Background: an optimization exercise with open tools, aiming at small area. Do not read the settings as production practice.
Only simulation tests tie the RTL to the original design; equivalence was not proved.
No activity file was given, so power comes from the tool's default toggle rates.

`flow/config.mk`:
```
export PLATFORM = sky130hd
export DESIGN_NAME = spi_eeprom_responder
export DESIGN_NICKNAME = spi_eeprom_responder
export VERILOG_FILES = /design/flow/design.v
export SDC_FILE = /design/flow/constraint.sdc
export NUM_CORES = 4
export LEC_CHECK = 0
export ABC_AREA = 1
export CAP_MARGIN = 20
export CORE_MARGIN = 2
export CORE_UTILIZATION = 60
export SLEW_MARGIN = 20
export SYNTH_HIERARCHICAL = 1
export SYNTH_MINIMUM_KEEP_SIZE = 0
```
`flow/constraint.sdc`:
```
create_clock -name core_clock -period 7.0 [get_ports {ACLK}]
set_input_delay 1.4000 -clock core_clock [delete_from_list [all_inputs] [get_ports {ACLK}]]
set_output_delay 1.4000 -clock core_clock [all_outputs]
set_load 0.01 [all_outputs]
```
`flow/design.v`:
```
module spi_eeprom_responder #(
    parameter int ADDR_W = 8
) (
    input  logic              ACLK,
    input  logic              ARESETn,
    input  logic              SPI_SCK,
    input  logic              SPI_MOSI,
    input  logic              SPI_CS,
    output logic              SPI_MISO,
    input  logic [ADDR_W-1:0] MEM_RADDR,
    output logic [7:0]        MEM_RDATA,
    output logic              WR_STROBE,
    output logic              WEL
);
    typedef enum logic [2:0] {IDLE, CMD, ADDR_H, ADDR_L, WR_DATA, RD_DATA, STATUS, IGNORE} state_t;
    typedef enum logic [1:0] {ARM_NONE, ARM_SET, ARM_CLR} arm_t;
    state_t            state_q, state_d;
    arm_t              arm_q, arm_d;
    logic [2:0]        sck_q, cs_q, bit_cnt_q, bit_cnt_d;
    logic [1:0]        mosi_q;
    logic [6:0]        shift_q;
    logic [7:0]        mem_rdata_d, mem_rdata_q;
    logic [ADDR_W-1:0] addr_q, addr_d;
    logic              miso_q, miso_d, is_rd_q, is_rd_d;
    logic              wrote_q, wrote_d, wel_q, wel_d, wr_strobe_q, wr_strobe_d;
    logic              mem_we, tx_bit;
    logic              pol_q;                    
    logic [2047:0]     arr_q;                    
    logic [15:0]       ahi, alo, lhi, llo;       
    logic [255:0]      asel_n, lsel_n;           
    logic [7:0]        wdat, tx_raw, rd_raw;
    wire       sck_rise  = sck_q[1] & ~sck_q[2];
    wire       sck_fall  = ~sck_q[1] & sck_q[2];
    wire       cs_low    = ~cs_q[1];
    wire       cs_rise   = cs_q[1] & ~cs_q[2];
    wire [7:0] rx_byte   = {shift_q, mosi_q[1]};
    wire       byte_done = cs_low & sck_rise & (bit_cnt_q == 3'd7);
    wire       shifting  = (state_q == RD_DATA) || (state_q == STATUS);
    always_comb begin
        state_d = state_q;
        case (state_q)
            IDLE:    state_d = cs_low ? CMD : IDLE;
            CMD:     if (byte_done) state_d = (rx_byte == 8'h05) ? STATUS :
                                              (rx_byte == 8'h03 || rx_byte == 8'h02) ? ADDR_H : IGNORE;
            ADDR_H:  if (byte_done) state_d = ADDR_L;
            ADDR_L:  if (byte_done) state_d = is_rd_q ? RD_DATA : WR_DATA;
            default: ;
        endcase
        if (cs_rise) state_d = IDLE;
    end
    always_comb begin
        tx_bit = tx_raw[~bit_cnt_q] ^ pol_q;
        if (state_q == STATUS) tx_bit = (bit_cnt_q == 3'd6) & wel_q;
    end
    always_comb begin
        bit_cnt_d   = bit_cnt_q;
        addr_d      = addr_q;
        miso_d      = miso_q;
        is_rd_d     = is_rd_q;
        wrote_d     = wrote_q;
        arm_d       = arm_q;
        wel_d       = wel_q;
        wr_strobe_d = 1'b0;
        mem_we      = 1'b0;
        if (cs_low && sck_rise) begin
            bit_cnt_d = bit_cnt_q + 3'd1;
            if (state_q == ADDR_H || state_q == ADDR_L) addr_d = ADDR_W'({addr_q, mosi_q[1]});
            if (state_q == IGNORE) arm_d = ARM_NONE;
        end
        if (byte_done) begin
            case (state_q)
                CMD: begin
                    arm_d   = (rx_byte == 8'h06) ? ARM_SET : (rx_byte == 8'h04) ? ARM_CLR : ARM_NONE;
                    is_rd_d = rx_byte == 8'h03;
                end
                WR_DATA: if (wel_q) begin
                    mem_we      = ARESETn;
                    wr_strobe_d = 1'b1;
                    addr_d      = addr_q + 1'b1;
                    wrote_d     = 1'b1;
                end
                RD_DATA: addr_d = addr_q + 1'b1;
                default: ;
            endcase
        end
        if (cs_low && sck_fall && shifting) miso_d = tx_bit;
        if (cs_rise) begin
            bit_cnt_d = 3'd0;
            miso_d    = 1'b0;
            arm_d     = ARM_NONE;
            wrote_d   = 1'b0;
            wel_d     = wrote_q ? 1'b0 : (arm_q == ARM_SET) ? 1'b1 : (arm_q == ARM_CLR) ? 1'b0 : wel_q;
        end
        mem_rdata_d = rd_raw ^ {8{pol_q}};
    end
    always_ff @(posedge ACLK) begin
        if (!ARESETn) begin
            state_q     <= IDLE;
            sck_q       <= 3'b000;
            cs_q        <= 3'b111;
            bit_cnt_q   <= 3'd0;
            miso_q      <= 1'b0;
            wrote_q     <= 1'b0;
            arm_q       <= ARM_NONE;
            wel_q       <= 1'b0;
            wr_strobe_q <= 1'b0;
            mem_rdata_q <= 8'd0;
        end else begin
            state_q     <= state_d;
            sck_q       <= {sck_q[1:0], SPI_SCK};
            cs_q        <= {cs_q[1:0], SPI_CS};
            bit_cnt_q   <= bit_cnt_d;
            miso_q      <= miso_d;
            wrote_q     <= wrote_d;
            arm_q       <= arm_d;
            wel_q       <= wel_d;
            wr_strobe_q <= wr_strobe_d;
            mem_rdata_q <= mem_rdata_d;
        end
    end
    always_ff @(posedge ACLK) begin
        mosi_q <= {mosi_q[0], SPI_MOSI};
        if (cs_low && sck_rise) shift_q <= rx_byte[6:0];
        addr_q  <= addr_d;
        is_rd_q <= is_rd_d;
    end
    always_comb begin
        for (int i = 0; i < 16; i++) begin
            ahi[i] = addr_q[7:4] == 4'(i);
            alo[i] = addr_q[3:0] == 4'(i);
            lhi[i] = MEM_RADDR[7:4] == 4'(i);
            llo[i] = MEM_RADDR[3:0] == 4'(i);
        end
        for (int r = 0; r < 256; r++) begin
            asel_n[r] = ~(ahi[r / 16] & alo[r % 16]);
            lsel_n[r] = ~(lhi[r / 16] & llo[r % 16]);
        end
        wdat = {8{~mem_we}} | (rx_byte ^ {8{pol_q}});
    end
    for (genvar b = 0; b < 8; b++) begin : g_rd
        logic [255:0] col;
        for (genvar r = 0; r < 256; r++) begin : g_col
            assign col[r] = arr_q[8*r+b];
        end
        spi_eeprom_rdtree u_tx (.d(col), .s_n(asel_n), .y(tx_raw[b]));
        spi_eeprom_rdtree u_rd (.d(col), .s_n(lsel_n), .y(rd_raw[b]));
    end
    always_ff @(posedge ACLK) pol_q <= ~pol_q;
    for (genvar r = 0; r < 256; r++) begin : g_row
        logic       wr;
        logic [7:0] nxt;
        spi_eeprom_nor2 u_wr (.a(asel_n[r]), .b(~mem_we), .y(wr));
        for (genvar b = 0; b < 8; b++) begin : g_bit
            spi_eeprom_hold u_hold (.q(arr_q[8*r+b]), .wr(wr), .sel_n(asel_n[r]), .d(wdat[b]), .y(nxt[b]));
        end
        always_ff @(posedge ACLK) arr_q[8*r +: 8] <= nxt;
    end
    assign SPI_MISO  = miso_q;
    assign MEM_RDATA = mem_rdata_q;
    assign WR_STROBE = wr_strobe_q;
    assign WEL       = wel_q;
endmodule
module spi_eeprom_hold (
    input  logic q, wr, sel_n, d,
    output logic y
);
    assign y = ~((q | wr) & (sel_n | d));
endmodule
module spi_eeprom_nor2 (
    input  logic a, b,
    output logic y
);
    assign y = ~(a | b);
endmodule
module spi_eeprom_oai22 (
    input  logic a0, s0, a1, s1,
    output logic y
);
    assign y = ~((a0 | s0) & (a1 | s1));
endmodule
module spi_eeprom_nor4 (
    input  logic [3:0] a,
    output logic y
);
    assign y = ~|a;
endmodule
module spi_eeprom_nand4 (
    input  logic [3:0] a,
    output logic y
);
    assign y = ~&a;
endmodule
module spi_eeprom_rdtree (
    input  logic [255:0] d, s_n,
    output logic         y
);
    logic [127:0] l1;
    logic [31:0]  l2;
    logic [7:0]   l3;
    logic [1:0]   l4;
    for (genvar i = 0; i < 128; i++) begin : g_l1
        spi_eeprom_oai22 u (.a0(d[2*i]), .s0(s_n[2*i]), .a1(d[2*i+1]), .s1(s_n[2*i+1]), .y(l1[i]));
    end
    for (genvar i = 0; i < 32; i++) begin : g_l2
        spi_eeprom_nor4 u (.a(l1[4*i +: 4]), .y(l2[i]));
    end
    for (genvar i = 0; i < 8; i++) begin : g_l3
        spi_eeprom_nand4 u (.a(l2[4*i +: 4]), .y(l3[i]));
    end
    for (genvar i = 0; i < 2; i++) begin : g_l4
        spi_eeprom_nor4 u (.a(l3[4*i +: 4]), .y(l4[i]));
    end
    assign y = l4[0] & l4[1];
endmodule
```
`flow/flow/run.sh`:
```
#!/bin/bash
# Standard ORFS layout with two changes:
#  - ABC maps the logic for minimum area ("map -a") instead of the stock area script
#    (which adds buffers and upsizes cells); registers are untouched by ABC.
#  - CTS uses small clkbuf_4 leaf buffers and no dummy loads, so less clock-tree area.
set -e
cp -r "$FLOW_HOME/scripts" scripts_mod
cp flow/abc_map_area.script scripts_mod/abc_area.script
export SCRIPTS_DIR=$PWD/scripts_mod
export CTS_ARGS="-sink_clustering_enable -repair_clock_nets -dont_use_dummy_load -sink_clustering_size 10 -sink_clustering_max_diameter 40 -buf_list sky130_fd_sc_hd__clkbuf_4"
bash standard.sh synth > synth.log 2>&1
bash standard.sh > layout.log 2>&1
```
`flow/flow/abc_map_area.script`:
```
strash
map -a
topo
```
`flow/standard.sh`:
```
#!/bin/bash
# synth_recipe.tcl (not shown) runs the flow's synth.tcl, then flattens the netlist and writes it again
# the make line also repeats each setting of config.mk as NAME=value (left out here)
make -C /OpenROAD-flow-scripts/flow DESIGN_CONFIG=/design/flow/config.mk WORK_HOME=/design/flow/orfs CLKGATE_MAP_FILE= SYNTH_SCRIPT=/design/flow/synth_recipe.tcl "${@:-finish}"
```
==> run notes <==
-- where the power goes --
group / switching (mW) / internal, mW
logic: 1.56 / 0.767
clock network: 3.98 / 1.91
registers: 0.600 / 12.6
-- modules after synthesis (local to each module, per instance) --
module | area [um2] | cells inside | copies in the design
spi_eeprom_nor4 | 6.26 | 1 | 544
spi_eeprom_responder | 45700 | 2982 | 1
spi_eeprom_nor2 | 3.75 | 1 | 256
spi_eeprom_rdtree | 7.51 | 1 | 16
spi_eeprom_hold | 6.26 | 1 | 2048
spi_eeprom_nand4 | 6.26 | 1 | 128
spi_eeprom_oai22 | 6.26 | 1 | 2048
-- final cells by class --
| class | instances | area, um2 | share of cell area, % |
|---|---|---|---|
| clock buffer | 290 | 2180 | 2.63 |
| sequential | 2093 | 42000 | 50.8 |
| multi-input combinational | 5878 | 34800 | 42.1 |
| timing repair buffer | 151 | 1400 | 1.69 |
| antenna | 14 | 35.0 | 0.0424 |
| inverter | 51 | 204 | 0.247 |
| tap | 1662 | 2080 | 2.51 |
-- worst max-delay path, stage by stage, from the launching register on --
cell	delay [ns]
dfxtp_1	0.42
clkinv_1	0.23
ha_1	0.27
clkinv_1	0.14
nor3_2	0.14
buf_4	0.41
nand2_1	0.63
o22ai_1	0.21
nor4_1	0.94
nand4_1	0.65
nor4_1	1.06
and2_2	0.31
nand2_1	0.07
a21boi_0	0.24
o21ai_0	0.12
o21ai_0	0.21
xor2_1	0.24
o21a_1	0.16
o21a_1	0.11
nor2_1	0.04
-- kinds of logic after synthesis --
group           Yosys count  synth area share, %
compound gates         4173                 34.0
flops                  2093                 54.8
buf+inv                  51                0.250
xor+xnor                 11                0.126
simple gates           1683                 10.7
mux                       4               0.0523
fa+ha+maj                 7                0.114
-- through the flow --
stage / TNS (ns) / power, mW
after floorplan: -60.18 / 14.4
after global placement: 0 / 15.5
after detailed placement: 0 / 15.5
after CTS: 0 / 21.1
after global routing: 0 / 21.9
final: 0 / 21.4
-- routing by layer --
metal	global-route usage (%)	part of all wire (%)	up-vias
li1	-	-	35200
met1	65.0	37	39100
met2	66.6	39	7071
met3	16.1	15	1648
met5	0	0.061	-
met4	33.3	8.6	32
-- sequential cells by signal (all words and copies together), names as in the netlist --
name	flops
wr_strobe_q	1
miso_q	1
mosi_q	2
state_q	3
arr_q	2048
addr_q	8
cs_q	3
arm_q	2
sck_q	3
wrote_q	1
wel_q	1
shift_q	7
bit_cnt_q	3
mem_rdata_q	8
pol_q	1
is_rd_q	1
-- worst min path at each step --
stage                                      to  slack, ns  cells past startpoint           startpoint
after floorplan             mosi_q[1]$_DFF_P_       0.31                      0    mosi_q[0]$_DFF_P_
after global placement      mosi_q[1]$_DFF_P_       0.41                      0    mosi_q[0]$_DFF_P_
after detailed placement    mosi_q[1]$_DFF_P_       0.41                      0    mosi_q[0]$_DFF_P_
after CTS                 sck_q[1]$_SDFF_PN0_       0.45                      2  sck_q[0]$_SDFF_PN0_
after global routing      sck_q[1]$_SDFF_PN0_       0.44                      2  sck_q[0]$_SDFF_PN0_
final                     sck_q[1]$_SDFF_PN0_       0.43                      2  sck_q[0]$_SDFF_PN0_
-- synthesized netlist by cell type, types with 2 or more instances --
cell	number
clkinv_1	51
nand2_1	605
mux2i_1	4
dfxtp_1	2085
nand3_1	8
ha_1	7
and2_2	16
a221oi_1	8
nor2_1	336
nand4_1	134
o2111ai_1	2
a21oi_1	26
o21ai_0	35
or2_2	14
o22ai_1	4096
xnor2_1	5
o21a_1	2
nor4_1	549
nor3_1	20
edfxtp_1	8
xor2_1	6
==> flow_summary.ini <==
[sta]
setup_violations = 0
hold_violations = 0
fin_skew_ns = 0.0826
rsz0062_at_grt = false
tightestPinTransition_ns = 1.34
fmax_mhz = 147
slew-limit-headroom_pct = 10.0
holdWs_ns = 0.431
min_period_ns = 6.80
worst_slack_ns = 0.204
finalCritPeriodShare_pct = 97.1
drv_slew = 0

[cts]
cts_buffer_depth = 4
cts_tree = yes
post_cts_buffers = 0
insertion_delay_ns = 1.32
h-tree-depth = 5
cts_made_buffers = 290
clk_pin_slew_ns = 0.10
post_cts_resize_count = 0
ctsRootBufferMaster = clkbuf_4
cts_sinks = 2093
holdBufCountCts = 0

[placement]
post-place-ws_ns = 0.896
dp.cells = 9829
gp_congestion = 1.08
io_buffers = 23
hpwl_mm = 221
dpl_cell_area_um2 = 80300

[finish]
layout_commonest_cell = o22ai_1
final_area_um2 = 82700
syn_to_final_growth_pct = 7.94
final_cells = 10100
fin_nets = 8485
layout-drive-gt1-share_pct = 5.98
layout_common_cells = o22ai_1 (4,096), dfxtp_1 (2,085), nand2_1 (601)
nFillCells = 10800
postLayoutCoreUtil_pct = 65.0

[yosys]
synth.cell_area_um2 = 76600
synth_seq_area_share_pct = 54.8
netlist-cell-type-count = 26
synthTopCellsByArea = dfxtp_1 (54%), o22ai_1 (33%), nor4_1 (4.5%)
syn_nets = 8042
ys.warnings.count = 7
ys_ff_latch = 2093
synthArstFlopShare_pct = 0
synth_top_area_share_pct = 54.5
synthCells = 8022
synth.largest_area_cell = dfxtp_1
synthFlopType = dfxtp_1
synth_edf_count = 8
postSynthAreaPerCell_um2 = 9.55

[floorplanning]
initial_core_util_pct = 60.2
core_area_um2 = 127000
die_x_um = 361
num_rows = 131
fp.dieH_um = 361
ioPinCount = 24
die_area_um2 = 131000

[critical_path]
r2r_slack_ns = 0.20
cp-startpoint = addr_q[0]$_DFF_P_
cp_max_fo = 17
reg2reg_depth = 19
startpoint_type = flip-flop
critPathArrivalTime_ns = 7.94
worstReg2RegEnd = miso_q$_SDFFE_PP0P_
timing_worst_setup_path_type = flip-flop to flip-flop
crit_path_end = miso_q$_SDFFE_PP0P_
r2r_start = addr_q[0]$_DFF_P_
cp-end-kind = flip-flop
required_ns = 8.14

[detailed_routing]
drcViolationCount = 0
drt_iter0_drc = 14400
drt-vias-per-instance = 8.19
vias = 83100
wl_per_cell_um = 33.0
detail-route-antenna-nets = 0
finalWirelength_mm = 335
firstDrtPassIters = 10

[global_route]
antenna_found_initial = 20
grt.total_usage_pct = 48.7
grt_overflow = 0
grt_max_degree = 179
grt_pass1_wl_mm = 485
grt_pass1_vias = 73700

[job]
maxCapViolCount = 0

[hold_path]
hp-class = flip-flop to flip-flop

[power]
powerDensity_nw_per_um2 = 259
ir_drop_uv = 185
p_leak_nw = 27.8

[run_status]
status = no timing/DRC/antenna violations

==> port drivers added, routing unchanged <==
No port has a modelled driver above. Below, the same layout with a new extraction and two added sets of constraints. Step 1 assumes that a clkbuf_16 drives the clock port and a buf_2 every other input. Step 2, shift: input delay + t, output delay - t, t = (earliest + latest rising clock arrival at the registers) / 2. This alone moves slack from input paths to output paths. a / b / c = ideal ports / drivers / drivers and shift; a / b = the first two.
shift t [ns]: 1.356
setup WS [ns]: 0.204 / 0.204 / 0.200
worst slew at a driven data input, ns: 0.06
After both steps this run still meets setup and hold. The setup slack of this run moves by 0.000 ns with the drivers and by -0.004 ns with both steps.
